Source: an optimization exercise on an open RTL-to-GDS flow (aim: small area). Production flows keep margins and buffers that such runs may drop. Only simulation tests tie the RTL to the original design; equivalence was not proved.

==> inputs of run a <==
==> flow/design.v <==
`default_nettype none
module miner_dispatch (
    input  wire logic         clk,
    input  wire logic         rst_n,
    input  wire logic [7:0]   rx_data,
    input  wire logic         rx_valid,
    output      logic         rx_ready,
    output      logic [255:0] midstate,
    output      logic [95:0]  data2,
    output      logic         start_mining,
    input  wire logic         miner_busy,
    input  wire logic         got_ticket,
    input  wire logic [31:0]  golden_nonce,
    output      logic [7:0]   tx_data,
    output      logic         tx_valid,
    input  wire logic         tx_ready,
    output      logic         dispatch_busy,
    output      logic         err_arm
);
    logic [351:0] r_frame_n;
    logic [351:0] r_job_n;
    logic         r_nvld;
    logic [5:0]   r_cnt;
    logic         r_pend;
    logic         r_park;
    logic         r_load, r_nload, r_wait, r_run, r_drain;
    logic [3:0]   r_tmr;
    logic [23:0]  r_res;       
    logic [7:0]   w_next_byte;
    logic         w_acc, w_nacc, w_c43, w_fire, w_last, w_ticket, w_pend_go;
    logic         w_hold_last, w_arm_last, w_drain_last;
    logic         n_load, n_start, n_wait, n_run, n_drain, n_txv, n_stay, n_err;
    assign w_acc  = rx_valid & rx_ready;
    assign w_nacc = ~rx_valid | r_park;
    assign w_c43  = r_cnt[5] & r_cnt[3] & r_cnt[1] & r_cnt[0];
    assign w_fire = tx_valid & tx_ready;
    assign w_last = r_tmr[1] & r_tmr[0];
    assign w_hold_last  = r_tmr[1] & r_tmr[0];
    assign w_arm_last   = &r_tmr;
    assign w_drain_last = r_tmr[2] & r_tmr[0];
    assign w_ticket  = (r_run | r_drain) & got_ticket;
    assign w_pend_go = (r_run | r_drain) & ~got_ticket & r_pend;
    assign n_load  = (~dispatch_busy & r_pend) | w_pend_go;
    assign n_start = r_load | (start_mining & ~w_hold_last);
    assign n_wait  = (start_mining & w_hold_last) | (r_wait & ~miner_busy & ~w_arm_last);
    assign n_err   = r_wait & ~miner_busy & w_arm_last;
    assign n_run   = (r_wait & miner_busy) | (r_run & ~got_ticket & ~r_pend & miner_busy);
    assign n_drain = (r_run & ~got_ticket & ~r_pend & ~miner_busy) |
                     (r_drain & ~got_ticket & ~r_pend & ~w_drain_last);
    assign n_txv   = w_ticket | (tx_valid & ~(tx_ready & w_last));
    assign w_next_byte = ({8{~r_tmr[1] & ~r_tmr[0]}} & r_res[7:0]) |
                         ({8{~r_tmr[1] &  r_tmr[0]}} & r_res[15:8]) |
                         ({8{ r_tmr[1] & ~r_tmr[0]}} & r_res[23:16]);
    assign n_stay  = (start_mining & n_start) | (r_wait & n_wait) | (r_drain & n_drain);
    assign {data2, midstate} = ~(r_job_n | {352{r_nvld}});
    always_ff @(posedge clk) begin
        r_frame_n <= ({352{w_acc}} & {~rx_data, r_frame_n[351:8]}) | ({352{w_nacc}} & r_frame_n);
        r_job_n   <= ({352{r_load}} & r_frame_n) | ({352{r_nload}} & r_job_n);
        if (n_stay || (w_fire && !w_last)) r_tmr <= r_tmr + 4'd1;
        else if (!(tx_valid && !tx_ready)) r_tmr <= 4'd0;
        if (w_ticket) r_res <= golden_nonce[31:8];
    end
    always_ff @(posedge clk or negedge rst_n) begin
        if (!rst_n) begin
            r_cnt         <= 6'd0;
            r_pend        <= 1'b0;
            r_park        <= 1'b0;
            rx_ready      <= 1'b1;
            r_load        <= 1'b0;
            r_nload       <= 1'b1;
            start_mining  <= 1'b0;
            r_wait        <= 1'b0;
            r_run         <= 1'b0;
            r_drain       <= 1'b0;
            tx_valid      <= 1'b0;
            dispatch_busy <= 1'b0;
            err_arm       <= 1'b0;
            tx_data       <= 8'd0;
            r_nvld        <= 1'b1;
        end else begin
            if (w_acc) r_cnt <= w_c43 ? 6'd0 : r_cnt + 6'd1;
            r_pend   <= (r_pend & ~r_load) | (w_acc & w_c43);
            r_park   <= (r_park & ~r_load) | (r_pend & ~r_load & w_acc & w_c43);
            rx_ready <= ~((r_park & ~r_load) | (r_pend & ~r_load & w_acc & w_c43));
            r_load        <= n_load;
            r_nload       <= ~n_load;
            start_mining  <= n_start;
            r_wait        <= n_wait;
            r_run         <= n_run;
            r_drain       <= n_drain;
            tx_valid      <= n_txv;
            err_arm       <= n_err;
            dispatch_busy <= n_load | n_start | n_wait | n_run | n_drain | n_txv;
            if (r_load) r_nvld <= 1'b0;
            if (w_ticket)                tx_data <= golden_nonce[7:0];
            else if (w_fire && !w_last)  tx_data <= w_next_byte;
        end
    end
endmodule
`default_nettype wire
==> flow/flow/run.sh <==
#!/bin/bash
# Standard ORFS layout (standard.sh, unchanged synthesis), with two changes:
#  - port buffers are buf_1 instead of the resizer's default pick;
#  - CTS uses clkbuf_8, clusters of up to 20 sinks within 50 um, and no dummy loads.
set -euo pipefail
bash standard.sh \
  "BUFFER_PORTS_ARGS=-buffer_cell sky130_fd_sc_hd__buf_1" \
  "CTS_ARGS=-sink_clustering_enable -repair_clock_nets -dont_use_dummy_load -sink_clustering_size 20 -sink_clustering_max_diameter 50 -buf_list sky130_fd_sc_hd__clkbuf_8" \
  finish > standard_flow.log 2>&1
==> flow/standard.sh <==
#!/bin/bash
# synth_recipe.tcl (not shown) runs the flow's synth.tcl, then flattens the netlist and writes it again
# the make line also repeats each setting of config.mk as NAME=value (left out here)
make -C /OpenROAD-flow-scripts/flow DESIGN_CONFIG=/design/flow/config.mk WORK_HOME=/design/flow/orfs CLKGATE_MAP_FILE= SYNTH_SCRIPT=/design/flow/synth_recipe.tcl "${@:-finish}"
==> flow/config.mk <==
export PLATFORM = sky130hd
export DESIGN_NAME = miner_dispatch
export DESIGN_NICKNAME = miner_dispatch
export VERILOG_FILES = /design/flow/design.v
export SDC_FILE = /design/flow/constraint.sdc
export NUM_CORES = 4
export LEC_CHECK = 0
export CAP_MARGIN = 20
export CORE_MARGIN = 2
export CORE_UTILIZATION = 65
export PLACE_DENSITY = 0.75
export SLEW_MARGIN = 20
==> flow/constraint.sdc <==
create_clock -name core_clock -period 10.0 [get_ports {clk}]
set_input_delay 2.0000 -clock core_clock [delete_from_list [all_inputs] [get_ports {clk}]]
set_output_delay 2.0000 -clock core_clock [all_outputs]
set_load 0.01 [all_outputs]
==> inputs of run b, as changes to run a <==
==> flow/design.v, changed modules only <==
module miner_dispatch (
    input  wire logic         clk,
    input  wire logic         rst_n,
    input  wire logic [7:0]   rx_data,
    input  wire logic         rx_valid,
    output      logic         rx_ready,
    output      logic [255:0] midstate,
    output      logic [95:0]  data2,
    output      logic         start_mining,
    input  wire logic         miner_busy,
    input  wire logic         got_ticket,
    input  wire logic [31:0]  golden_nonce,
    output      logic [7:0]   tx_data,
    output      logic         tx_valid,
    input  wire logic         tx_ready,
    output      logic         dispatch_busy,
    output      logic         err_arm
);
    logic [351:0] r_frame;
    logic [5:0]   r_cnt;
    logic         r_pend;
    logic         r_park;
    logic         r_load, r_nload, r_wait, r_run, r_drain;
    logic [3:0]   r_tmr;
    logic [23:0]  r_res;       
    logic [1:0]   r_idx;
    logic         w_acc, w_nacc, w_c43, w_fire, w_last, w_ticket, w_pend_go;
    logic         w_hold_last, w_arm_last, w_drain_last;
    logic         n_load, n_start, n_wait, n_run, n_drain, n_txv, n_stay, n_err;
    assign w_acc  = rx_valid & rx_ready;
    assign w_nacc = ~rx_valid | r_park;
    assign w_c43  = (r_cnt == 6'd43);
    assign w_fire = tx_valid & tx_ready;
    assign w_last = (r_idx == 2'd3);
    assign w_hold_last  = (r_tmr == 4'd3);
    assign w_arm_last   = (r_tmr == 4'd15);
    assign w_drain_last = (r_tmr == 4'd5);
    assign w_ticket  = (r_run | r_drain) & got_ticket;
    assign w_pend_go = (r_run | r_drain) & ~got_ticket & r_pend;
    assign n_load  = (~dispatch_busy & r_pend) | w_pend_go;
    assign n_start = r_load | (start_mining & ~w_hold_last);
    assign n_wait  = (start_mining & w_hold_last) | (r_wait & ~miner_busy & ~w_arm_last);
    assign n_err   = r_wait & ~miner_busy & w_arm_last;
    assign n_run   = (r_wait & miner_busy) | (r_run & ~got_ticket & ~r_pend & miner_busy);
    assign n_drain = (r_run & ~got_ticket & ~r_pend & ~miner_busy) |
                     (r_drain & ~got_ticket & ~r_pend & ~w_drain_last);
    assign n_txv   = w_ticket | (tx_valid & ~(tx_ready & w_last));
    assign n_stay  = (start_mining & n_start) | (r_wait & n_wait) | (r_drain & n_drain);
    always_ff @(posedge clk) begin
        r_frame <= ({352{w_acc}} & {rx_data, r_frame[351:8]}) | ({352{w_nacc}} & r_frame);
        r_tmr   <= n_stay ? r_tmr + 4'd1 : 4'd0;
        if (w_ticket) begin
            r_res <= golden_nonce[31:8];
            r_idx <= 2'd0;
        end else if (w_fire) begin
            r_res[15:0] <= r_res[23:8];
            r_idx       <= r_idx + 2'd1;
        end
    end
    always_ff @(posedge clk or negedge rst_n) begin
        if (!rst_n) begin
            r_cnt         <= 6'd0;
            r_pend        <= 1'b0;
            r_park        <= 1'b0;
            rx_ready      <= 1'b1;
            r_load        <= 1'b0;
            r_nload       <= 1'b1;
            start_mining  <= 1'b0;
            r_wait        <= 1'b0;
            r_run         <= 1'b0;
            r_drain       <= 1'b0;
            tx_valid      <= 1'b0;
            dispatch_busy <= 1'b0;
            err_arm       <= 1'b0;
            tx_data       <= 8'd0;
            midstate      <= '0;
            data2         <= '0;
        end else begin
            if (w_acc) r_cnt <= w_c43 ? 6'd0 : r_cnt + 6'd1;
            r_pend   <= (r_pend & ~r_load) | (w_acc & w_c43);
            r_park   <= (r_park & ~r_load) | (r_pend & ~r_load & w_acc & w_c43);
            rx_ready <= ~((r_park & ~r_load) | (r_pend & ~r_load & w_acc & w_c43));
            r_load        <= n_load;
            r_nload       <= ~n_load;
            start_mining  <= n_start;
            r_wait        <= n_wait;
            r_run         <= n_run;
            r_drain       <= n_drain;
            tx_valid      <= n_txv;
            err_arm       <= n_err;
            dispatch_busy <= n_load | n_start | n_wait | n_run | n_drain | n_txv;
            {data2, midstate} <= ({352{r_load}} & r_frame) | ({352{r_nload}} & {data2, midstate});
            if (w_ticket)                tx_data <= golden_nonce[7:0];
            else if (w_fire && !w_last)  tx_data <= r_res[7:0];
        end
    end
endmodule
==> flow/flow/run.sh (replaced) <==
#!/bin/bash
# Standard ORFS layout (standard.sh, unchanged synthesis), with two changes:
#  - port buffers are buf_1 instead of the resizer's default pick;
#  - CTS clusters up to 30 sinks per leaf buffer and inserts no dummy loads.
set -euo pipefail
bash standard.sh \
  "BUFFER_PORTS_ARGS=-buffer_cell sky130_fd_sc_hd__buf_1" \
  "CTS_ARGS=-sink_clustering_enable -repair_clock_nets -dont_use_dummy_load -sink_clustering_size 30 -sink_clustering_max_diameter 100" \
  finish > standard_flow.log 2>&1
- CORE_UTILIZATION: 65 -> 40
- PLACE_DENSITY: 0.75 -> 0.6
==> inputs of run c, as changes to run a <==
==> flow/design.v, changed modules only <==
module miner_dispatch (
    input  wire logic         clk,
    input  wire logic         rst_n,
    input  wire logic [7:0]   rx_data,
    input  wire logic         rx_valid,
    output      logic         rx_ready,
    output      logic [255:0] midstate,
    output      logic [95:0]  data2,
    output      logic         start_mining,
    input  wire logic         miner_busy,
    input  wire logic         got_ticket,
    input  wire logic [31:0]  golden_nonce,
    output      logic [7:0]   tx_data,
    output      logic         tx_valid,
    input  wire logic         tx_ready,
    output      logic         dispatch_busy,
    output      logic         err_arm
);
    logic [351:0] r_frame;
    logic [5:0]   r_cnt;
    logic         r_pend;
    logic         r_park;
    logic         r_load, r_nload, r_wait, r_run, r_drain;
    logic [3:0]   r_tmr;
    logic [23:0]  r_res;       
    logic [1:0]   r_idx;
    logic         w_acc, w_nacc, w_c43, w_fire, w_last, w_ticket, w_pend_go;
    logic         w_hold_last, w_arm_last, w_drain_last;
    logic         n_load, n_start, n_wait, n_run, n_drain, n_txv, n_stay, n_err;
    assign w_acc  = rx_valid & rx_ready;
    assign w_nacc = ~rx_valid | r_park;
    assign w_c43  = r_cnt[5] & r_cnt[3] & r_cnt[1] & r_cnt[0];
    assign w_fire = tx_valid & tx_ready;
    assign w_last = (r_idx == 2'd3);
    assign w_hold_last  = r_tmr[1] & r_tmr[0];
    assign w_arm_last   = &r_tmr;
    assign w_drain_last = r_tmr[2] & r_tmr[0];
    assign w_ticket  = (r_run | r_drain) & got_ticket;
    assign w_pend_go = (r_run | r_drain) & ~got_ticket & r_pend;
    assign n_load  = (~dispatch_busy & r_pend) | w_pend_go;
    assign n_start = r_load | (start_mining & ~w_hold_last);
    assign n_wait  = (start_mining & w_hold_last) | (r_wait & ~miner_busy & ~w_arm_last);
    assign n_err   = r_wait & ~miner_busy & w_arm_last;
    assign n_run   = (r_wait & miner_busy) | (r_run & ~got_ticket & ~r_pend & miner_busy);
    assign n_drain = (r_run & ~got_ticket & ~r_pend & ~miner_busy) |
                     (r_drain & ~got_ticket & ~r_pend & ~w_drain_last);
    assign n_txv   = w_ticket | (tx_valid & ~(tx_ready & w_last));
    assign n_stay  = (start_mining & n_start) | (r_wait & n_wait) | (r_drain & n_drain);
    always_ff @(posedge clk) begin
        r_frame <= ({352{w_acc}} & {rx_data, r_frame[351:8]}) | ({352{w_nacc}} & r_frame);
        r_tmr   <= n_stay ? r_tmr + 4'd1 : 4'd0;
        if (w_ticket) begin
            r_res <= golden_nonce[31:8];
            r_idx <= 2'd0;
        end else if (w_fire) begin
            r_res[15:0] <= r_res[23:8];
            r_idx       <= r_idx + 2'd1;
        end
    end
    always_ff @(posedge clk or negedge rst_n) begin
        if (!rst_n) begin
            r_cnt         <= 6'd0;
            r_pend        <= 1'b0;
            r_park        <= 1'b0;
            rx_ready      <= 1'b1;
            r_load        <= 1'b0;
            r_nload       <= 1'b1;
            start_mining  <= 1'b0;
            r_wait        <= 1'b0;
            r_run         <= 1'b0;
            r_drain       <= 1'b0;
            tx_valid      <= 1'b0;
            dispatch_busy <= 1'b0;
            err_arm       <= 1'b0;
            tx_data       <= 8'd0;
            midstate      <= '0;
            data2         <= '0;
        end else begin
            if (w_acc) r_cnt <= w_c43 ? 6'd0 : r_cnt + 6'd1;
            r_pend   <= (r_pend & ~r_load) | (w_acc & w_c43);
            r_park   <= (r_park & ~r_load) | (r_pend & ~r_load & w_acc & w_c43);
            rx_ready <= ~((r_park & ~r_load) | (r_pend & ~r_load & w_acc & w_c43));
            r_load        <= n_load;
            r_nload       <= ~n_load;
            start_mining  <= n_start;
            r_wait        <= n_wait;
            r_run         <= n_run;
            r_drain       <= n_drain;
            tx_valid      <= n_txv;
            err_arm       <= n_err;
            dispatch_busy <= n_load | n_start | n_wait | n_run | n_drain | n_txv;
            {data2, midstate} <= ({352{r_load}} & r_frame) | ({352{r_nload}} & {data2, midstate});
            if (w_ticket)                tx_data <= golden_nonce[7:0];
            else if (w_fire && !w_last)  tx_data <= r_res[7:0];
        end
    end
endmodule
==> inputs of run d, as changes to run a <==
--- a/flow/design.v
+++ b/flow/design.v
@@ -64,3 +64,3 @@
         if (!rst_n) begin
-            r_cnt         <= 6'd0;
+            r_cnt         <= 6'b100000;
             r_pend        <= 1'b0;
@@ -80,3 +80,3 @@
         end else begin
-            if (w_acc) r_cnt <= w_c43 ? 6'd0 : r_cnt + 6'd1;
+            if (w_acc) r_cnt <= w_c43 ? 6'b100000 : {r_cnt[4:0], r_cnt[5] ^ r_cnt[4]};
             r_pend   <= (r_pend & ~r_load) | (w_acc & w_c43);
==> results.toml <==
[drt]
wl_per_cell_um = 22.2

[critical_path]
r2r-start = "r_load"
cp.arrival_ns = 4.44
cp_num_buf_inv = 3
critPathMaxStageDelay_ns = 0.79

[synth]
yosysTopAreaCellShare_pct = 37.8
synthTopCellsByArea = "dfrtp_1 38%, dfxtp_1 29%, a22o_1 25%, edfxtp_1 2.9%, clkbuf_1 2.3%"

[floorplan]
core_area_mm2 = 0.0377
taps = 511

[finish]
buffer_area_share_pct = 6.45

[outcome]
status = "no timing/DRC/antenna violations"
-- figures above: run c

==> results.toml <==
[critical_path]
critPathMaxStageDelay_ns = 0.59
cp.arrival_ns = 4.36

[finish]
buffer_area_share_pct = 6.27

[outcome]
status = "no timing/DRC/antenna violations"

[floorplan]
taps = 837
-- figures above: run b

==> results.toml <==
[drt]
wl_per_cell_um = 19.8

[critical_path]
r2r-start = "r_nload"
cp_num_buf_inv = 3

[synth]
yosysTopAreaCellShare_pct = 57.5

[outcome]
status = "no timing/DRC/antenna violations"
-- figures above: run d

==> results.toml <==
[floorplan]
taps = 511
core_area_mm2 = 0.0374

[synth]
yosysTopAreaCellShare_pct = 57.4
synthTopCellsByArea = "dfxtp_1 57%, a22o_1 25%, nor2_1 5.6%, edfxtp_1 3.4%, clkbuf_1 2.9%"

[critical_path]
cp.arrival_ns = 3.02
r2r-start = "r_load"
cp_num_buf_inv = 2

[drt]
wl_per_cell_um = 20.1

[finish]
buffer_area_share_pct = 6.34

[outcome]
status = "no timing/DRC/antenna violations"
-- figures above: run a

## port drivers added, routing unchanged
Ports are ideal in the flow. The routed layouts listed here were re-timed in OpenROAD.
Step 1 sets driving cells, clkbuf_16 on the clock port and buf_2 on the other inputs (assumed; they add their load-dependent delay and slew).
Step 2 times the ports against the registers' clock, not the clock port: input delays grow and output delays shrink by t, the midpoint of the rising clock arrivals with the driver on.
Three values: ideal ports, drivers, drivers and shift; two values: the first two.
| run | t, ns | setup WS [ns] | worst data-port slew with drivers (ns) |
|---|---|---|---|
| run a | 0.686 | 4.981 / 4.928 / 5.615 | 0.07 |
| run b | 0.659 | 6.120 / 6.136 / 5.477 | 0.07 |
| run c | 0.699 | 6.112 / 6.113 / 5.414 | 0.08 |
| run d | 0.688 | 4.709 / 4.653 / 5.341 | 0.08 |
After both steps every run listed still meets setup and hold. The setup slack of run c, which loses most, moves by +0.001 ns with the drivers and by -0.698 ns with both steps.
